From an optimization exercise on the open Yosys and OpenROAD flow, aimed at small area, a short achievable clock period and few clock cycles per item; shortcuts taken in it are not production practice. RTL that was checked went through simulation tests only; none was proved equivalent to the original. The RTL of run 3 was laid out without a check of its function.

[flow/constraint.sdc]
create_clock -name core_clock -period 10.0 [get_ports {clk}]
set_input_delay 2.0000 -clock core_clock [delete_from_list [all_inputs] [get_ports {clk}]]
set_output_delay 2.0000 -clock core_clock [all_outputs]
set_load 0.01 [all_outputs]
[flow/run.sh]
#!/bin/bash
# synth_recipe.tcl (not shown) runs the flow's synth.tcl, then flattens the netlist and writes it again
# the make line also repeats each setting of config.mk as NAME=value (left out here)
make -C /OpenROAD-flow-scripts/flow DESIGN_CONFIG=/design/flow/config.mk WORK_HOME=/design/flow/orfs CLKGATE_MAP_FILE= SYNTH_SCRIPT=/design/flow/synth_recipe.tcl finish
[flow/config.mk]
export PLATFORM = sky130hd
export DESIGN_NAME = qr_cordic_top
export DESIGN_NICKNAME = qr_cordic_top
export VERILOG_FILES = /design/flow/design.v
export SDC_FILE = /design/flow/constraint.sdc
export NUM_CORES = 4
export LEC_CHECK = 0
export CAP_MARGIN = 20
export CORE_MARGIN = 2
export CORE_UTILIZATION = 30
export SETUP_SLACK_MARGIN = 3
export SLEW_MARGIN = 20
export SYNTH_HIERARCHICAL = 1
export SYNTH_MINIMUM_KEEP_SIZE = 10
[flow/design.v]
`timescale 1ns/100ps
module givens_cordic (
  input  logic [2:0]  ph,       
  input  logic [12:0] x0_i,
  input  logic [12:0] y0_i,
  input  logic [12:0] x1_i,
  input  logic [12:0] y1_i,
  output logic [12:0] x0_o,     
  output logic [12:0] y0_o,
  output logic [12:0] x1_o,
  output logic [12:0] y1_o,
  output logic [12:0] x0_l,     
  output logic [12:0] y0_l,
  output logic [12:0] x1_l,
  output logic [12:0] y1_l
);
  logic signed [12:0] x0 [4];
  logic signed [12:0] y0 [4];
  logic signed [12:0] x1 [4];
  logic signed [12:0] y1 [4];
  assign x0[0] = x0_i;
  assign y0[0] = y0_i;
  assign x1[0] = x1_i;
  assign y1[0] = y1_i;
  logic s0;
  logic [12:0] shx0_0, shy0_0, shx1_0, shy1_0;
  assign s0 = y0[0][12];                    
  assign shy0_0 = ((ph == 3'd0) ? (y0[0] >>> 0) : (ph == 3'd1) ? (y0[0] >>> 3) : (y0[0] >>> 6));
  assign shx0_0 = ((ph == 3'd0) ? (x0[0] >>> 0) : (ph == 3'd1) ? (x0[0] >>> 3) : (x0[0] >>> 6));
  assign shy1_0 = ((ph == 3'd0) ? (y1[0] >>> 0) : (ph == 3'd1) ? (y1[0] >>> 3) : (y1[0] >>> 6));
  assign shx1_0 = ((ph == 3'd0) ? (x1[0] >>> 0) : (ph == 3'd1) ? (x1[0] >>> 3) : (x1[0] >>> 6));
  addsub u_x0_0 (.a(x0[0]), .b(shy0_0), .sub(s0),  .s(x0[1]));
  addsub u_y0_0 (.a(y0[0]), .b(shx0_0), .sub(~s0), .s(y0[1]));
  addsub u_x1_0 (.a(x1[0]), .b(shy1_0), .sub(s0),  .s(x1[1]));
  addsub u_y1_0 (.a(y1[0]), .b(shx1_0), .sub(~s0), .s(y1[1]));
  logic s1;
  logic [12:0] shx0_1, shy0_1, shx1_1, shy1_1;
  assign s1 = y0[1][12];                    
  assign shy0_1 = ((ph == 3'd0) ? (y0[1] >>> 1) : (ph == 3'd1) ? (y0[1] >>> 4) : (y0[1] >>> 7));
  assign shx0_1 = ((ph == 3'd0) ? (x0[1] >>> 1) : (ph == 3'd1) ? (x0[1] >>> 4) : (x0[1] >>> 7));
  assign shy1_1 = ((ph == 3'd0) ? (y1[1] >>> 1) : (ph == 3'd1) ? (y1[1] >>> 4) : (y1[1] >>> 7));
  assign shx1_1 = ((ph == 3'd0) ? (x1[1] >>> 1) : (ph == 3'd1) ? (x1[1] >>> 4) : (x1[1] >>> 7));
  addsub u_x0_1 (.a(x0[1]), .b(shy0_1), .sub(s1),  .s(x0[2]));
  addsub u_y0_1 (.a(y0[1]), .b(shx0_1), .sub(~s1), .s(y0[2]));
  addsub u_x1_1 (.a(x1[1]), .b(shy1_1), .sub(s1),  .s(x1[2]));
  addsub u_y1_1 (.a(y1[1]), .b(shx1_1), .sub(~s1), .s(y1[2]));
  logic s2;
  logic [12:0] shx0_2, shy0_2, shx1_2, shy1_2;
  assign s2 = y0[2][12];                    
  assign shy0_2 = ((ph == 3'd0) ? (y0[2] >>> 2) : (ph == 3'd1) ? (y0[2] >>> 5) : (y0[2] >>> 7));
  assign shx0_2 = ((ph == 3'd0) ? (x0[2] >>> 2) : (ph == 3'd1) ? (x0[2] >>> 5) : (x0[2] >>> 7));
  assign shy1_2 = ((ph == 3'd0) ? (y1[2] >>> 2) : (ph == 3'd1) ? (y1[2] >>> 5) : (y1[2] >>> 7));
  assign shx1_2 = ((ph == 3'd0) ? (x1[2] >>> 2) : (ph == 3'd1) ? (x1[2] >>> 5) : (x1[2] >>> 7));
  addsub u_x0_2 (.a(x0[2]), .b(shy0_2), .sub(s2),  .s(x0[3]));
  addsub u_y0_2 (.a(y0[2]), .b(shx0_2), .sub(~s2), .s(y0[3]));
  addsub u_x1_2 (.a(x1[2]), .b(shy1_2), .sub(s2),  .s(x1[3]));
  addsub u_y1_2 (.a(y1[2]), .b(shx1_2), .sub(~s2), .s(y1[3]));
  assign x0_o = x0[3];
  assign y0_o = y0[3];
  assign x1_o = x1[3];
  assign y1_o = y1[3];
  assign x0_l = x0[2];
  assign y0_l = y0[2];
  assign x1_l = x1[2];
  assign y1_l = y1[2];
endmodule
module addsub (
  input  logic [12:0] a,
  input  logic [12:0] b,
  input  logic        sub,
  output logic [12:0] s
);
  assign s = a + (b ^ {13{sub}}) + {12'd0, sub};
endmodule
module gain (
  input  logic [12:0] v,
  output logic [12:0] g
);
  logic [23:0] ve;
  logic [23:0] p;
  assign ve = {{11{v[12]}}, v};
  assign p  = (ve << 9) + (ve << 7) - (ve << 4) - (ve << 1);    
  assign g  = {p[23], p[21:10]};
endmodule
`timescale 1ns/100ps
module qr_row_store (
  input  logic        clk,
  input  logic        rst_n,
  input  logic        clr,
  input  logic        push,
  input  logic        pop,
  input  logic [25:0] din,
  output logic [25:0] dout,
  output logic        nonempty
);
  logic [25:0]  mem [4];
  logic [1:0] wp;
  logic [1:0] rp;
  logic [2:0]  cnt;
  assign nonempty = (cnt != '0);
  assign dout     = mem[rp];
  always_ff @(posedge clk or negedge rst_n) begin
    if (!rst_n) begin
      wp  <= '0;
      rp  <= '0;
      cnt <= '0;
    end else if (clr) begin
      wp  <= '0;
      rp  <= '0;
      cnt <= '0;
    end else begin
      if (push) begin
        wp <= (wp == 2'd3) ? '0 : wp + 2'd1;
      end
      if (pop) begin
        rp <= (rp == 2'd3) ? '0 : rp + 2'd1;
      end
      if (push && !pop) begin
        cnt <= cnt + 1'b1;
      end else if (pop && !push) begin
        cnt <= cnt - 1'b1;
      end
    end
  end
  always_ff @(posedge clk) begin
    for (int i = 0; i < 4; i++) begin
      if (push && wp == 2'(i)) begin
        mem[i] <= din;
      end
    end
  end
endmodule
`timescale 1ns/100ps
module qr_sequencer (
  input  logic       clk,
  input  logic       rst_n,
  input  logic       valid,
  input  logic       fifo_ne,
  output logic       take7,      
  output logic       take_x,     
  output logic       run,        
  output logic [2:0] ph,         
  output logic       last,       
  output logic       load_x,     
  output logic       from_fifo,  
  output logic       push,       
  output logic       flush,      
  output logic       clr
);
  logic       busy;       
  logic [2:0] cnt;        
  logic [2:0] pairs;      
  logic       fin;        
  logic       free;       
  assign take7  = ~busy && valid && (cnt == 3'd0);
  assign take_x = ~busy && valid && (cnt != 3'd0);
  assign last   = run && (ph == 3'd2);
  assign free   = ~run || last;
  assign from_fifo = free && fifo_ne;
  assign load_x    = free && (fifo_ne || take_x) && ~(last && pairs == 3'd6);
  assign push      = take_x && ~(free && ~fifo_ne);
  assign clr       = fin;
  always_ff @(posedge clk or negedge rst_n) begin
    if (!rst_n) begin
      cnt   <= 3'd0;
      busy  <= 1'b0;
      run   <= 1'b0;
      ph    <= 3'd0;
      pairs <= 3'd0;
      flush <= 1'b0;
      fin   <= 1'b0;
    end else begin
      if (take7 || take_x) begin
        cnt <= cnt + 3'd1;
      end
      if (take_x && cnt == 3'd7) begin
        busy <= 1'b1;
      end else if (fin) begin
        busy <= 1'b0;
      end
      if (load_x) begin
        run <= 1'b1;
        ph  <= 3'd0;
      end else if (last) begin
        run <= 1'b0;
        ph  <= 3'd0;
      end else if (run) begin
        ph  <= ph + 3'd1;
      end
      if (last) begin
        pairs <= (pairs == 3'd6) ? 3'd0 : pairs + 3'd1;
      end
      flush <= last && (pairs == 3'd6);
      fin   <= flush;
    end
  end
endmodule
`timescale 1ns/100ps
module qr_cordic_top (
  input  logic        clk,
  input  logic        rst_n,
  input  logic        valid,
  input  logic [25:0] in_row,      
  output logic        out_valid,
  output logic [25:0] out_row      
);
  logic        take7, take_x, run, last, load_x, from_fifo, push, flush, clr;
  logic        fifo_ne;
  logic [2:0]  ph;
  logic [25:0] fifo_q;
  logic [12:0] x0, y0, x1, y1;            
  logic [12:0] x0_o, y0_o, x1_o, y1_o;
  logic [12:0] x0_l, y0_l, x1_l, y1_l;
  logic [12:0] gx0, gx1, gy0, gy1;
  logic [25:0] x_new;
  qr_sequencer u_seq (
    .clk       (clk),
    .rst_n     (rst_n),
    .valid     (valid),
    .fifo_ne   (fifo_ne),
    .take7     (take7),
    .take_x    (take_x),
    .run       (run),
    .ph        (ph),
    .last      (last),
    .load_x    (load_x),
    .from_fifo (from_fifo),
    .push      (push),
    .flush     (flush),
    .clr       (clr)
  );
  qr_row_store u_store (
    .clk      (clk),
    .rst_n    (rst_n),
    .clr      (clr),
    .push     (push),
    .pop      (from_fifo),
    .din      (in_row),
    .dout     (fifo_q),
    .nonempty (fifo_ne)
  );
  givens_cordic u_givens (
    .ph   (ph),
    .x0_i (x0), .y0_i (y0), .x1_i (x1), .y1_i (y1),
    .x0_o (x0_o), .y0_o (y0_o), .x1_o (x1_o), .y1_o (y1_o),
    .x0_l (x0_l), .y0_l (y0_l), .x1_l (x1_l), .y1_l (y1_l)
  );
  gain u_gx0 (.v(x0_l), .g(gx0));
  gain u_gx1 (.v(x1_l), .g(gx1));
  gain u_gy0 (.v(y0_l), .g(gy0));
  gain u_gy1 (.v(y1_l), .g(gy1));
  assign x_new = from_fifo ? fifo_q : in_row;
  always_ff @(posedge clk) begin
    if (load_x) begin
      {x1, x0} <= x_new;
    end else if (run) begin
      {x1, x0} <= {x1_o, x0_o};
    end
    if (take7) begin
      {y1, y0} <= in_row;
    end else if (last) begin
      {y1, y0} <= {gx1, gx0};
    end else if (run) begin
      {y1, y0} <= {y1_o, y0_o};
    end
  end
  always_ff @(posedge clk or negedge rst_n) begin
    if (!rst_n) begin
      out_valid <= 1'b0;
      out_row   <= '0;
    end else if (last) begin
      out_valid <= 1'b1;
      out_row   <= {gy1, gy0};
    end else if (flush) begin
      out_valid <= 1'b1;
      out_row   <= {y1, y0};
    end else begin
      out_valid <= 1'b0;
      out_row   <= '0;
    end
  end
endmodule
==> flow_summary.json, run 1 <==
{
  "syn-instance-count": 2837,
  "die_area_sq_mm": 0.0878,
  "required_ps": 10450,
  "wire_per_inst_um": 20.1,
  "root_buffer": "clkbuf_16",
  "cts_buffers": 23,
  "portBuffers": 55,
  "post_synth_instance_area_sq_mm": 0.0256,
  "drc": 0,
  "drv_cap": 0,
  "num_antenna_cells": 0,
  "antenna_found_initial": 0,
  "maxSlewHeadroom_pct": 30.2,
  "drt_iter0_markers": 2037,
  "grt_pass1_wl_mm": 130,
  "synth-async-reset-ratio_pct": 23.2,
  "syn_nets": 3228,
  "endpoint_kind": "register",
  "synth.distinct_cells": 93,
  "crit_type": "reg -> reg",
  "postRouteAntennaNets": 0,
  "min_path_type": "reg -> reg",
  "cp.arrival_ps": 7970,
  "clock_path_buffers": 3,
  "synth.avg_cell_area_sq_um": 9.03,
  "synth_most_common_cell": "ha_1",
  "initial_utilization_pct": 30.2,
  "clock_latency_ps": 560,
  "vias": 23400,
  "grt_setup_unrepaired": "true",
  "timing.critical_path.buf_inv": 6,
  "yosys.area.top_type": "edfxtp_1",
  "nFillCells": 7987,
  "gp_congestion": 0.897,
  "clock_skew_ps": 16.9,
  "area_growth_pct": 37.4,
  "viasPerCell": 5.36,
  "track_usage_pct": 18.7,
  "drv_slew": 0,
  "fp.dieH_um": 296,
  "synth_top_cell_area_share_pct": 18.3,
  "start_kind": "register",
  "worstPathMaxFanout": 6,
  "yosys-top-cells-area": "edfxtp_1 18%, ha_1 13%, xor2_1 7.9%",
  "worst_pin_slew_ps": 1050,
  "layout-drive-gt1-share_pct": 31.9,
  "std_cell_rows": 107,
  "grt_overflow_total": 0,
  "synth_seq_cells": 203,
  "crit_slowest_cell": "dfrtp_4",
  "nets": 3587,
  "path_clk_slew_ps": 60,
  "htreeDepth": 1,
  "io_pins": 56,
  "setup_viol": 0,
  "synth_edf_count": 156,
  "final_area_sq_mm": 0.0352,
  "die_w_um": 296,
  "yosys_warnings": 19,
  "cts_tree": "done",
  "dp_slack_ps": 1330,
  "holdBufCountCts": 0,
  "dp.final_hpwl_mm": 58.9,
  "hold_violations": 0,
  "core_sq_mm": 0.0849,
  "period_share_pct": 75.3,
  "firstDrtPassIters": 6,
  "multiInputGateArea_sq_mm": 0.0220,
  "ff_latch_area_sq_mm": 0.00587,
  "slowest_delay_ps": 510,
  "synth_ff_type": "edfxtp_1",
  "setup_ws_ps": 2470,
  "synth_commonest_cells": "273 x ha_1, 266 x inv_1, 232 x xor2_1",
  "grt_pass1_vias": 22700,
  "clkSinkCount": 203,
  "status": "no timing/DRC/antenna violations",
  "fmaxAchievable_ghz": 0.133,
  "period_minus_slack_ps": 7530,
  "ys_seq_area_share_pct": 22.9,
  "fin_tns_setup_ps": 0,
  "wirelength_mm": 87.7,
  "cp_top_family": "compound AO/OA/AOI/OAI gates",
  "place_area_sq_mm": 0.0279,
  "grt_max_degree": 74
}
final timing paths:
check / from / endpoint / slack [ps] / depth (start not counted)
worst min register to register: u_seq.pairs[1] / u_seq.pairs[1] / 500 / 1
max in group asynchronous: rst_n / u_seq.ph[2] / 7870 / 2
worst max-delay path: u_seq.ph[0] / out_row[12] / 2470 / 34
worst max register to register: u_seq.ph[0] / out_row[12] / 2470 / 34
worst min-delay path: u_seq.pairs[1] / u_seq.pairs[1] / 500 / 1
min in group asynchronous: rst_n / out_row[4] / 1550 / 2
sequential cells by signal (all words and copies together), names as in the netlist, 2 cells and up:
name,cells
u_seq.cnt,3
x1,13
u_seq.pairs,3
u_store.mem,104
u_store.wp,2
y0,13
u_store.cnt,3
u_seq.ph,3
u_store.rp,2
x0,13
y1,13
out_row,26
per-layer routing:
layer  global-route usage (%)  part of all wire, %  up-vias
li1                         -                    -    10800
met5                        0                    0        -
met1                     24.2                   41    11500
met2                     32.3                   49      782
met3                     1.44                  5.3      243
met4                     7.56                  4.9        0
per-module statistics from Yosys, one instance, submodules excluded:
module         flip-flops and latches  area, sq um
givens_cordic                       0         2630
qr_row_store                      111         4340
qr_sequencer                       13          689
addsub                              0          693
qr_cordic_top                      79         9660
metrics by stage:
stage          utilization, %  hold WS (ps)  instances
2_1_floorplan               -           399       2837
3_3_place_gp             32.9           493       3976
3_5_place_dp             32.9           488       3976
4_1_cts                  38.4           496       4237
5_1_grt                  41.5           521       4357
6_report                 41.5           499       4357
cell type report:
cell class / count / area share (%)
Clock buffer: 25 / 1.66
Clock inverter: 17 / 0.362
Inverter: 268 / 2.97
Multi-Input combinational cell: 2268 / 62.6
Sequential cell: 203 / 16.7
Tap cell: 1144 / 4.06
Timing Repair Buffer: 431 / 11.7
Timing Repair inverter: 1 / 0.0213
cells by family after synthesis:
logic type / share of synthesized area, %
AO/OA/AOI/OAI: 21.6
AND/OR/NAND/NOR: 10.6
buffers and inverters: 6.26
adder cells (fa/ha/maj): 20.3
XOR/XNOR: 11.5
flip-flops: 22.9
multiplexers: 6.90
placed cells by master, fill, tap and decap left out, drive strengths merged, types with 14 or more instances in the layout:
cell type,instances
xnor2,103
nor2,126
a31oi,14
fa,89
nor3,28
dfrtp,47
o22ai,14
buf,368
o21ai,280
a21o,73
and2,23
a21oi,231
o21bai,27
nand2b,33
nor2b,27
nand4,19
xor2,233
mux2i,170
nand3,38
inv,267
ha,273
or2,24
nand2,190
clkbuf,29
edfxtp,156
o21ba,14
nor3b,18
clkdlybuf4s50,54
o211ai,44
a222oi,26
what timing repair did:
action,4_1_cts,5_1_grt
endpoints found under the setup margin,76,73
pin swaps,183,253
resized for setup,428,341
cloned,9,3
buffers inserted,210,117
Testbench counts, summed over its fixed seeds: cycles 8,000, matrices 320.
==> inputs of run 2 (changes only) <==
--- a/flow/config.mk
+++ b/flow/config.mk
@@ -9,5 +9,4 @@
 export CORE_MARGIN = 2
 export CORE_UTILIZATION = 30
-export SETUP_SLACK_MARGIN = 3
 export SLEW_MARGIN = 20
 export SYNTH_HIERARCHICAL = 1
==> run 2 against run 1 <==
Effect of this change:
- final cell count down 7.0%
- critical endpoint is now y0[11]
- synthesized cell count unchanged
- non-clock buffer count down 312
==> flow_summary.json, run 2 <==
{
  "status": "no timing/DRC/antenna violations",
  "period_share_pct": 87.9,
  "post_cts_buffers": 0,
  "worstPathMaxFanout": 51,
  "drt_iter0_markers": 1489,
  "clkSinkCount": 203,
  "gp_congestion": 0.916,
  "vias": 21200,
  "post_synth_instance_area_sq_mm": 0.0256,
  "holdBufCountCts": 0,
  "synth.avg_cell_area_sq_um": 9.03,
  "io_pins": 56,
  "holdWs_ps": 505,
  "min_path_type": "reg -> reg",
  "wirelength_mm": 76.8,
  "synth_commonest_cells": "273 x ha_1, 266 x inv_1, 232 x xor2_1",
  "largest_register_ffs": 104,
  "synth.distinct_cells": 93,
  "worst_pin_slew_ps": 1060,
  "yosys.area.top_type": "edfxtp_1",
  "clock_latency_ps": 570,
  "ys_seq_area_share_pct": 22.9,
  "highest_layer": "met4",
  "wire_per_inst_um": 19.0,
  "rrSetupSlack_ps": 1210,
  "clock_path_buffers": 3,
  "period_minus_slack_ps": 8790,
  "synth_most_common_cell": "ha_1",
  "path_clk_slew_ps": 60,
  "die_area_sq_mm": 0.0878,
  "synth-async-reset-ratio_pct": 23.2,
  "syn-instance-count": 2837,
  "largest-register": "u_store.mem",
  "synth_top_family_by_area": "compound AO/OA/AOI/OAI gates",
  "initial_utilization_pct": 30.2,
  "htreeDepth": 1,
  "synthSimpleGateAreaFrac_pct": 10.6,
  "nets": 3276,
  "hold_violations": 0,
  "drv_slew": 0,
  "layout-drive-gt1-share_pct": 7.92,
  "cp.arrival_ps": 9080,
  "start_kind": "register",
  "min_path_cells": 1,
  "portBuffers": 55,
  "synth_seq_cells": 203,
  "std_cell_rows": 107,
  "cts_resized": 0,
  "grt_max_degree": 58,
  "postRouteAntennaNets": 0,
  "track_usage_pct": 17.2,
  "slowest_delay_ps": 970,
  "mostFrequentLayoutCells": "272 x ha_1, 266 x inv_1, 232 x xor2_1",
  "crit_slowest_cell": "dfrtp_4",
  "firstDrtPassIters": 6,
  "synthMuxAreaShare_pct": 6.90,
  "wl_met3_mm": 3.18,
  "fp.dieH_um": 296,
  "antenna_found_initial": 1,
  "die_w_um": 296,
  "reg.largest.list": "u_store.mem: 104 flops, out_row: 26 flops",
  "fin_tns_setup_ps": 0,
  "clock_skew_ps": 17.2,
  "drc": 0,
  "endpoint_kind": "register",
  "grt_overflow_total": 0,
  "met1_length_mm": 33.2,
  "maxSlewHeadroom_pct": 29.2,
  "synth_compound_area_share_pct": 21.6,
  "reg2reg_depth": 30,
  "viasPerCell": 5.24,
  "required_ps": 10290,
  "mostFrequentLayoutCell": "ha_1",
  "grt_pass1_vias": 20800,
  "grt_setup_unrepaired": "false",
  "crit_top_cell": "nand2_1",
  "yosys-top-cells-area": "edfxtp_1 18%, ha_1 13%, xor2_1 7.9%",
  "synthXorXnorAreaFrac_pct": 11.5,
  "drv_cap": 0,
  "core_sq_mm": 0.0849,
  "root_buffer": "clkbuf_16",
  "grt_pass1_wl_mm": 119,
  "synth_adder_area_share_pct": 20.3,
  "fmaxAchievable_ghz": 0.114,
  "setup_viol": 0,
  "crit_type": "reg -> reg",
  "dp.final_hpwl_mm": 60.0,
  "yosys_warnings": 19,
  "syn_nets": 3228,
  "cts_tree": "done",
  "cts_buffers": 26,
  "synth_ff_type": "edfxtp_1",
  "area_growth_pct": 10.9,
  "synth_edf_count": 156,
  "synth_top_cell_area_share_pct": 18.3,
  "wl_met2_mm": 37.6
}
[run 2: cell counts after synthesis]
Identical to the previous run, type by type.
[run 2: critical path: cells and delay by family (launching register included)]
family          cells  cell delay, ps
simple gates        6            1010
flops               1             970
xor+xnor            3            1090
fa+ha+maj           5            2190
buf+inv             2             510
compound gates     12            2230
mux                 2             470
[run 2: routing by layer]
layer  global-route usage (%)  vias up
met5                        0        -
met4                     6.21        0
li1                         -    10200
met3                     1.18      140
met2                     30.3      572
met1                     22.1    10300
[run 2: stage by stage]
stage	setup WS, ps	utilization (%)	cells	instance area [sq um]
after floorplan	742	-	2837	25600
after global placement	1320	32.5	4001	27600
after detailed placement	1290	32.5	4001	27600
after CTS	1250	33.5	4049	28400
after global routing	592	33.5	4049	28400
final	1210	33.5	4050	28400
[run 2: logic make-up (layout without fill, tap and decap cells)]
| family | Yosys count | count (layout) |
|---|---|---|
| AND/OR/NAND/NOR | 549 | 549 |
| adder cells (fa/ha/maj) | 362 | 362 |
| multiplexers | 172 | 172 |
| flip-flops | 203 | 203 |
| other | 0 | 1 |
| AO/OA/AOI/OAI | 848 | 848 |
| buffers and inverters | 367 | 435 |
| XOR/XNOR | 336 | 336 |
[run 2: path summary, 6_finish.rpt]
kind	endpoint	startpoint
worst max register to register	y0[11]	u_seq.ph[0]
max in group asynchronous	u_seq.ph[0]	rst_n
worst max-delay path	y0[11]	u_seq.ph[0]
min in group asynchronous	out_row[12]	rst_n
worst min register to register	u_seq.pairs[1]	u_seq.pairs[1]
worst min-delay path	u_seq.pairs[1]	u_seq.pairs[1]
[run 2: cell type report]
type | instances | area, sq um
Antenna cell | 1 | 2.50
Multi-Input combinational cell | 2267 | 18200
Tap cell | 1144 | 1430
Sequential cell | 203 | 5870
Fill cell | 8763 | 56400
Clock inverter | 20 | 208
Inverter | 268 | 1010
Timing Repair Buffer | 119 | 1030
Clock buffer | 28 | 668
[run 2: modules after synthesis (local to each module, per instance)]
module	area, sq um	cells	flops+latches
qr_sequencer	689	64	13
qr_cordic_top	9660	1056	79
qr_row_store	4340	246	111
givens_cordic	2630	367	0
addsub	693	92	0
==> inputs of run 3 (changes only) <==
--- a/flow/design.v
+++ b/flow/design.v
@@ -77,9 +77,17 @@
   output logic [12:0] g
 );
-  logic [23:0] ve;
-  logic [23:0] p;
-  assign ve = {{11{v[12]}}, v};
-  assign p  = (ve << 9) + (ve << 7) - (ve << 4) - (ve << 1);    
-  assign g  = {p[23], p[21:10]};
+  logic [21:0] ve, ta, tb, tc, td;
+  logic [21:0] s1, k1, s2, k2, q;
+  assign ve = {{9{v[12]}}, v};
+  assign ta = ve << 8;
+  assign tb = ve << 6;
+  assign tc = ~(ve << 3);
+  assign td = ~ve;
+  assign s1 = ta ^ tb ^ tc;
+  assign k1 = {(ta[20:0] & tb[20:0]) | (ta[20:0] & tc[20:0]) | (tb[20:0] & tc[20:0]), 1'b1};
+  assign s2 = s1 ^ k1 ^ td;
+  assign k2 = {(s1[20:0] & k1[20:0]) | (s1[20:0] & td[20:0]) | (k1[20:0] & td[20:0]), 1'b1};
+  assign q  = s2 + k2;
+  assign g  = q[21:9];
 endmodule
 `timescale 1ns/100ps
--- a/flow/config.mk
+++ b/flow/config.mk
@@ -9,4 +9,5 @@
 export CORE_MARGIN = 2
 export CORE_UTILIZATION = 30
+export SETUP_SLACK_MARGIN = 3
 export SLEW_MARGIN = 20
 export SYNTH_HIERARCHICAL = 1
==> run 3 against run 2 <==
Effect of this change:
- first-iteration DRC count increased by 31%
- via count rose by 11%
- register-to-register slack improved by 1400 ps
- fmax up 19%
- final cell count grew 9.6%
- highest routed layer is now met5
- area after synthesis increased by 4.7%
- critical endpoint is now y0[8]
==> flow_summary.json, run 3 <==
{
  "initial_utilization_pct": 30.3,
  "std_cell_rows": 109,
  "worstPathMaxFanout": 8,
  "mostFrequentLayoutCells": "316 x buf_4, 183 x inv_1, 183 x ha_1",
  "slowest_delay_ps": 540,
  "drt_iter0_markers": 1951,
  "path_clk_slew_ps": 80,
  "drc": 0,
  "dp_slack_ps": 1250,
  "antenna_found_initial": 3,
  "crit_slowest_cell": "dfrtp_4",
  "yosys.area.top_type": "edfxtp_1",
  "core_sq_mm": 0.0885,
  "min_path_cells": 1,
  "yosys_warnings": 19,
  "mostFrequentLayoutCell": "buf_4",
  "die_area_sq_mm": 0.0919,
  "firstDrtPassIters": 7,
  "root_buffer": "clkbuf_16",
  "synth_ff_type": "edfxtp_1",
  "wirelength_mm": 84.9,
  "status": "no timing/DRC/antenna violations",
  "setup_viol": 0,
  "hold_violations": 0,
  "drv_cap": 0,
  "grt_pass1_vias": 22300,
  "grt_overflow_total": 0,
  "setup_ws_ps": 2580,
  "reg2reg_depth": 33,
  "area_growth_pct": 32.5,
  "gp_congestion": 0.913,
  "cp.arrival_ps": 7660,
  "clock_path_buffers": 3,
  "rr_endpoint": "y0[8]",
  "synth_top_cell_area_share_pct": 17.5,
  "dp.final_hpwl_mm": 59.6,
  "vias": 23500,
  "htreeDepth": 1,
  "grt_pass1_wl_mm": 127,
  "worst_pin_slew_ps": 758,
  "io_pins": 56,
  "post_synth_instance_area_sq_mm": 0.0268,
  "crit_start": "u_seq.ph[0]",
  "cp_top_family": "adder cells",
  "grt_setup_unrepaired": "true",
  "portBuffers": 55,
  "r2r-start": "u_seq.ph[0]",
  "fin_tns_setup_ps": 0,
  "syn-instance-count": 2910,
  "period_minus_slack_ps": 7420,
  "cts_buffers": 21,
  "clock_latency_ps": 540,
  "critical_path_depth": 33,
  "ys_seq_area_share_pct": 21.8,
  "clock_skew_ps": 20.8,
  "crit_type": "reg -> reg",
  "maxSlewHeadroom_pct": 49.3,
  "num_antenna_cells": 0,
  "drv_slew": 0,
  "largest-register": "u_store.mem",
  "postRouteAntennaNets": 0,
  "reg.largest.list": "u_store.mem: 104 flops, out_row: 26 flops",
  "rrSetupSlack_ps": 2580,
  "required_ps": 10240,
  "min_path_type": "reg -> reg",
  "synth_most_common_cell": "ha_1",
  "synth.distinct_cells": 82,
  "utilization_pct": 40.2,
  "yosys-top-cells-area": "edfxtp_1 17%, ha_1 13%, xor2_1 7.6%",
  "viasPerCell": 5.30,
  "fp.dieH_um": 303,
  "synth-async-reset-ratio_pct": 23.2,
  "die_w_um": 303,
  "clkSinkCount": 203,
  "synth_edf_count": 156,
  "nets": 3646,
  "fmaxAchievable_ghz": 0.135,
  "layout-drive-gt1-share_pct": 32.5,
  "endpoint": "y0[8]",
  "timing.critical_path.buf_inv": 6,
  "period_share_pct": 74.2,
  "cts_tree": "done",
  "synth.avg_cell_area_sq_um": 9.22,
  "synth_commonest_cells": "273 x ha_1, 232 x xor2_1, 218 x inv_1",
  "track_usage_pct": 17.3,
  "endpoint_kind": "register",
  "start_kind": "register",
  "largest_register_ffs": 104,
  "wire_per_inst_um": 19.1,
  "grt_max_degree": 58,
  "synth_seq_cells": 203,
  "syn_nets": 3297
}
==> run 3: metrics by stage <==
stage	cell area [sq um]	std cells	hold slack (ps)
after detailed placement	28900	4065	501
after global placement	28900	4065	486
after CTS	33100	4310	512
after global routing	35600	4438	535
final	35600	4438	512
after floorplan	27300	2910	359
==> run 3: kinds of logic (layout without fill, tap and decap cells) <==
family	after synthesis	after routing	share of synthesized area, %
buffers and inverters	334	695	5.95
XOR/XNOR	371	371	12.1
AND/OR/NAND/NOR	582	584	11.5
multiplexers	202	202	7.73
AO/OA/AOI/OAI	860	860	21.8
flip-flops	203	203	21.8
adder cells (fa/ha/maj)	358	358	19.1
==> run 3: modules after synthesis, one instance, submodules excluded <==
module	cell area, sq um	copies in the design	flops+latches	cells
qr_sequencer	689	1	13	64
qr_cordic_top	3640	1	79	289
givens_cordic	2630	1	0	367
addsub	693	12	0	92
qr_row_store	4340	1	111	246
gain	1810	4	0	210
==> run 3: routing by layer <==
metal	up-vias	wire length (um)	track usage, %
met2	767	37900	26.8
met3	102	6000	2.88
met1	11500	39400	25.6
met5	-	24	0
met4	4	1510	2.60
li1	11100	-	-
==> run 3: repair_timing <==
item / CTS / global route
hold buffers: 0 / 0
resized for setup: 358 / 300
pin swaps: 174 / 201
endpoints found under the setup margin: 76 / 70
buffers inserted: 199 / 126
cloned: 9 / 2
==> run 3: final cells by class <==
type                    instances  area (sq um)
repair buffers                437          4010
multi-input cells            2375         22700
clock inverters                13           121
repair inverters                2          27.5
flip-flops and latches        203          5870
inverters                     219           873
clock buffers                  24           537
fillers                      8452         53000
well taps                    1165          1460
==> run 3: how the worst min path moves through the flow <==
| stage | slack, ps | startpoint | to |
|---|---|---|---|
| finish | 510 | u_seq.pairs[1] | u_seq.pairs[1] |
| global route | 540 | u_seq.pairs[1] | u_seq.pairs[1] |
| CTS | 510 | u_seq.pairs[1] | u_seq.pairs[1] |
| detailed placement | 500 | u_seq.pairs[1] | u_seq.pairs[1] |
| global placement | 490 | u_seq.pairs[1] | u_seq.pairs[1] |
| floorplan | 360 | u_seq.flush | u_seq.fin |

==> afterwards: timing with drivers on the ports <==
No port has a modelled driver above. Below, the same layouts with a new extraction and two added sets of constraints. Step 1 (the two cells are an assumption about what drives the block):
set clk [get_ports {clk}]
set_driving_cell -lib_cell sky130_fd_sc_hd__clkbuf_16 $clk
set_driving_cell -lib_cell sky130_fd_sc_hd__buf_2 [delete_from_list [all_inputs] $clk]
Step 2 adds t to the input delays and takes it off the output delays; t is the mean of the earliest and latest rising clock arrival at the registers after step 1. Input paths then give back, and output paths get back, about the clock's delay inside the block. a / b / c = ideal ports / drivers / drivers and shift; a / b = the first two.
| run | shift t [ns] | setup WS [ns] | latest minus earliest clock arrival (ns) | cell pins on the clock port's net |
|---|---|---|---|---|
| run 1 | 0.607 | 2.473 / 2.473 / 2.473 | 0.017 / 0.017 | 1 |
| run 2 | 0.617 | 1.207 / 1.207 / 1.207 | 0.017 / 0.017 | 1 |
| run 3 | 0.583 | 2.580 / 2.580 / 2.580 | 0.020 / 0.021 | 1 |
After both steps every run listed still meets setup and hold.
